What follows belongs to an exercise in optimizing a design on an open flow for small area and a short achievable clock period; a production flow would make more cautious choices. Where RTL was checked, it was by simulation tests only, not by an equivalence proof against the original. Power is estimated from default activity; no workload was simulated.

Design d_mem_responder, start of the top module:
module d_mem_responder #(
   parameter int unsigned DEPTH       = 64,
   parameter int unsigned WAIT_CYCLES = 2
) (
   input  logic        clock,
   input  logic        reset,
   input  logic        req_valid,
   output logic        req_ready,
   input  logic        req_we,
   input  logic [31:0] req_addr,
   input  logic [31:0] req_wdata,
   output logic        rsp_valid,
   input  logic        rsp_ready,
   output logic [31:0] rsp_rdata,
   output logic        rsp_err,
   output logic        busy
);
   localparam int NR  = 21;     
   localparam int SGL = 21;     
   logic busy_q, rsp_q, w2_q, w1_q, w0_q;
   logic st0_q;                 
   logic          we_q, mis_q;
   logic [NR:0]   sel_q;        
   logic [2:0]    w_q;          
   logic [2:0]    ht_q;         
   logic [2:0]    ft_q;         
   logic          hit;          
   logic          flip;         
   logic [31:0]   r_q;          
   logic          p1_q, p2_q;   
   logic [2:0]    t_q;          
   logic          accept, ld_wait, rd_now, win, wen;
   logic          req_mis;
   logic [5:0]    req_idx;
   logic [NR:0]   req_sel;
   logic [2:0]    req_w;
   logic [2:0]    t_d;
   assign req_mis = |req_addr[1:0];
   assign req_idx = req_addr[7:2];
   logic [2:0] k_ring;
   logic [2:0] k_word;
   always_comb begin
      unique case (req_idx[5:2])
  ...
Size: ~3,500 cells after synthesis, roughly 2,100 flip-flops, about 53,000 sq um of cells after synthesis.
==> flow/config.mk <==
export PLATFORM = sky130hd
export DESIGN_NAME = d_mem_responder
export DESIGN_NICKNAME = d_mem_responder
export VERILOG_FILES = /design/flow/design.v
export SDC_FILE = /design/flow/constraint.sdc
export NUM_CORES = 4
export LEC_CHECK = 0
export CAP_MARGIN = 20
export CORE_MARGIN = 2
export CORE_UTILIZATION = 40
export SETUP_SLACK_MARGIN = 2.0
export SLEW_MARGIN = 20
export SYNTH_HIERARCHICAL = 1
export SYNTH_MINIMUM_KEEP_SIZE = 0
==> flow/constraint.sdc <==
create_clock -name core_clock -period 4.0 [get_ports {clock}]
set_input_delay 0.8000 -clock core_clock [delete_from_list [all_inputs] [get_ports {clock}]]
set_output_delay 0.8000 -clock core_clock [all_outputs]
set_load 0.01 [all_outputs]
standard.sh (not shown) runs the stock make flow with config.mk's settings and CLKGATE_MAP_FILE= SYNTH_SCRIPT=/design/flow/synth_recipe.tcl, a recipe that flattens the netlist after the stock synthesis.
==> flow/flow/run.sh <==
#!/bin/bash
# Standard layout, with port buffers of a faster cell than buffer_ports picks
# and a clock tree with larger sink clusters.
set -euo pipefail
bash standard.sh finish \
  "BUFFER_PORTS_ARGS=-buffer_cell sky130_fd_sc_hd__buf_4" \
  "CTS_ARGS=-sink_clustering_enable -repair_clock_nets -sink_clustering_size 30 -sink_clustering_max_diameter 120 -buf_list sky130_fd_sc_hd__clkbuf_16" \
  > layout_make.log 2>&1
The starting point finished with timing, DRC and antenna clean.
Change:
Settings changed: CORE_UTILIZATION 40 to 60, SETUP_SLACK_MARGIN 2.0 to 1.6.
- The new run completed without violations
- combinational power goes down by 46%
- area after synthesis stays the same
- clock power is lower by 2.0%
- die area shrinks by 33%
No functional check of the RTL was part of any run of this note.

* * *

d_mem_responder, a different RTL version from the one above (not shown whole).
Size: ~3600 cells after synthesis, roughly 2100 flip-flops, about 110 I/O pins, about 53000 um^2 of cells after synthesis.
clock: 4.0 ns
lec_check: 0
cap_margin: 20
core_margin: 2
core_utilization: 55
place_density: 0.75
setup_slack_margin: 1.9
slew_margin: 20
synth_hierarchical: 1
synth_minimum_keep_size: 0
Scripts as last shown in full above: flow/flow/run.sh
Edit:
Settings changed: CORE_UTILIZATION 55 to 60.
After rerunning: Global-route usage rises by 3.5 points. Utilization came out higher by 6.0 points. Via count rose by about 2.5%. Cell area stays flat. Wire length rises by 3.6%. Synthesized cell count does not change. Area after synthesis stays the same.

* * *

Another version of the RTL of d_mem_responder (not shown whole).
Size in the first run: roughly 3700 cells after synthesis, roughly 2100 flip-flops, about 110 I/O pins, ~0.053 sq mm of cells after synthesis.
==> flow/design.v (excerpt) <==
module d_mem_responder #(
   parameter int unsigned DEPTH       = 64,
   parameter int unsigned WAIT_CYCLES = 2
) (
   input  logic        clock,
   input  logic        reset,
   input  logic        req_valid,
   output logic        req_ready,
   input  logic        req_we,
   input  logic [31:0] req_addr,
   input  logic [31:0] req_wdata,
   output logic        rsp_valid,
   input  logic        rsp_ready,
   output logic [31:0] rsp_rdata,
   output logic        rsp_err,
   output logic        busy
);
   localparam int NR  = 21;     
   localparam int SGL = 21;     
   logic busy_q, rsp_q, w2_q, w1_q, w0_q;
   logic st0_q;                 
   logic wen0_q;                
   logic wen0n_q;               
   logic          we_q, mis_q;
   logic [NR:0]   sel_q;        
   logic [2:0]    w_q;          
   logic          hit;          
   logic          flip;         
   logic [31:0]   r_q;          
   logic          p1_q, p2_q;   
   logic          wen12_q;      
   logic          wen12n_q;     
   logic [2:0]    t_q;          
   logic          accept, ld_wait, rd_now;
   logic          req_mis;
   logic [5:0]    req_idx;
   logic [NR:0]   req_sel;
   logic [2:0]    req_w;
   logic [2:0]    t_d;
   assign req_mis = |req_addr[1:0];
   assign req_idx = req_addr[7:2];
   logic [2:0] k_ring;
   logic [2:0] k_word;
   always_comb begin
      unique case (req_idx[5:2])
         4'd0:  begin k_ring = 3'd0; k_word = 3'b001; end
         4'd1:  begin k_ring = 3'd0; k_word = 3'b010; end
         4'd2:  begin k_ring = 3'd0; k_word = 3'b100; end
         4'd3:  begin k_ring = 3'd1; k_word = 3'b001; end
         4'd4:  begin k_ring = 3'd1; k_word = 3'b010; end
         4'd5:  begin k_ring = 3'd1; k_word = 3'b100; end
         4'd6:  begin k_ring = 3'd2; k_word = 3'b001; end
         4'd7:  begin k_ring = 3'd2; k_word = 3'b010; end
         4'd8:  begin k_ring = 3'd2; k_word = 3'b100; end
         4'd9:  begin k_ring = 3'd3; k_word = 3'b001; end
         4'd10: begin k_ring = 3'd3; k_word = 3'b010; end
         4'd11: begin k_ring = 3'd3; k_word = 3'b100; end
         4'd12: begin k_ring = 3'd4; k_word = 3'b001; end
         4'd13: begin k_ring = 3'd4; k_word = 3'b010; end
         4'd14: begin k_ring = 3'd4; k_word = 3'b100; end
  ...
clock: 4.0 ns
lec_check: 0
cap_margin: 20
core_margin: 2
core_utilization: 60
place_density: 0.75
setup_slack_margin: 1.9
slew_margin: 20
synth_hierarchical: 1
synth_minimum_keep_size: 0
Scripts as last shown in full above: flow/flow/run.sh
The first run went through all stages and came out clean.
Edit:
--- a/flow/config.mk
+++ b/flow/config.mk
@@ -9,5 +9,4 @@
 export CORE_MARGIN = 2
-export CORE_UTILIZATION = 60
-export PLACE_DENSITY = 0.75
-export SETUP_SLACK_MARGIN = 1.9
+export CORE_UTILIZATION = 40
+export SETUP_SLACK_MARGIN = 1.8
 export SLEW_MARGIN = 20
Power stays flat.
Core utilization came out lower by 22 points.
Final cell count came out higher by roughly a tenth.
Clock-buffer cell count came out lower by 1.
Worst setup slack degrades by 0.076 ns.
Area after synthesis stays the same.
Via count came out lower by a few percent.
Routed wire length came out higher by a few percent.
Maximum frequency came out lower by a few percent.
Clock power barely changes.
No run of this note included a check of the RTL's function; only the layout flow was run.

## re-timing with driven ports
The flow's constraints put no driver on any port. The routed layouts listed below were extracted and timed again, unchanged, in two steps. Step 1, drivers: a clkbuf_16 drives clock and a buf_2 each remaining input, both assumed. Step 2, shift: input delay + t, output delay - t, t = (earliest + latest rising clock arrival at the registers) / 2. This alone moves slack from input paths to output paths. a / b / c = no drivers / after step 1 / after step 2; a / b = the first two.
run	t (ns)	setup slack, ns	hold slack, ns	cell pins on the clock port's net
the first run of note 1	0.754	1.508 / 1.508 / 1.037	0.083 / 0.043 / 0.315	1
the second run of note 1	0.728	1.406 / 1.406 / 0.882	0.100 / 0.054 / 0.315	1
the first run of note 2	0.756	1.762 / 1.687 / 1.558	0.139 / 0.086 / 0.315	1
the second run of note 2	0.754	1.781 / 1.708 / 1.548	0.016 / -0.035 / 0.324	1
the first run of note 3	0.731	1.764 / 1.694 / 1.279	0.045 / -0.004 / 0.319	1
the second run of note 3	0.791	1.688 / 1.612 / 1.173	0.129 / 0.076 / 0.291	1
After both steps every run listed still meets setup and hold. The setup slack of the second run of note 1, which loses most, moves by 0.000 ns with the drivers and by -0.524 ns with both steps.
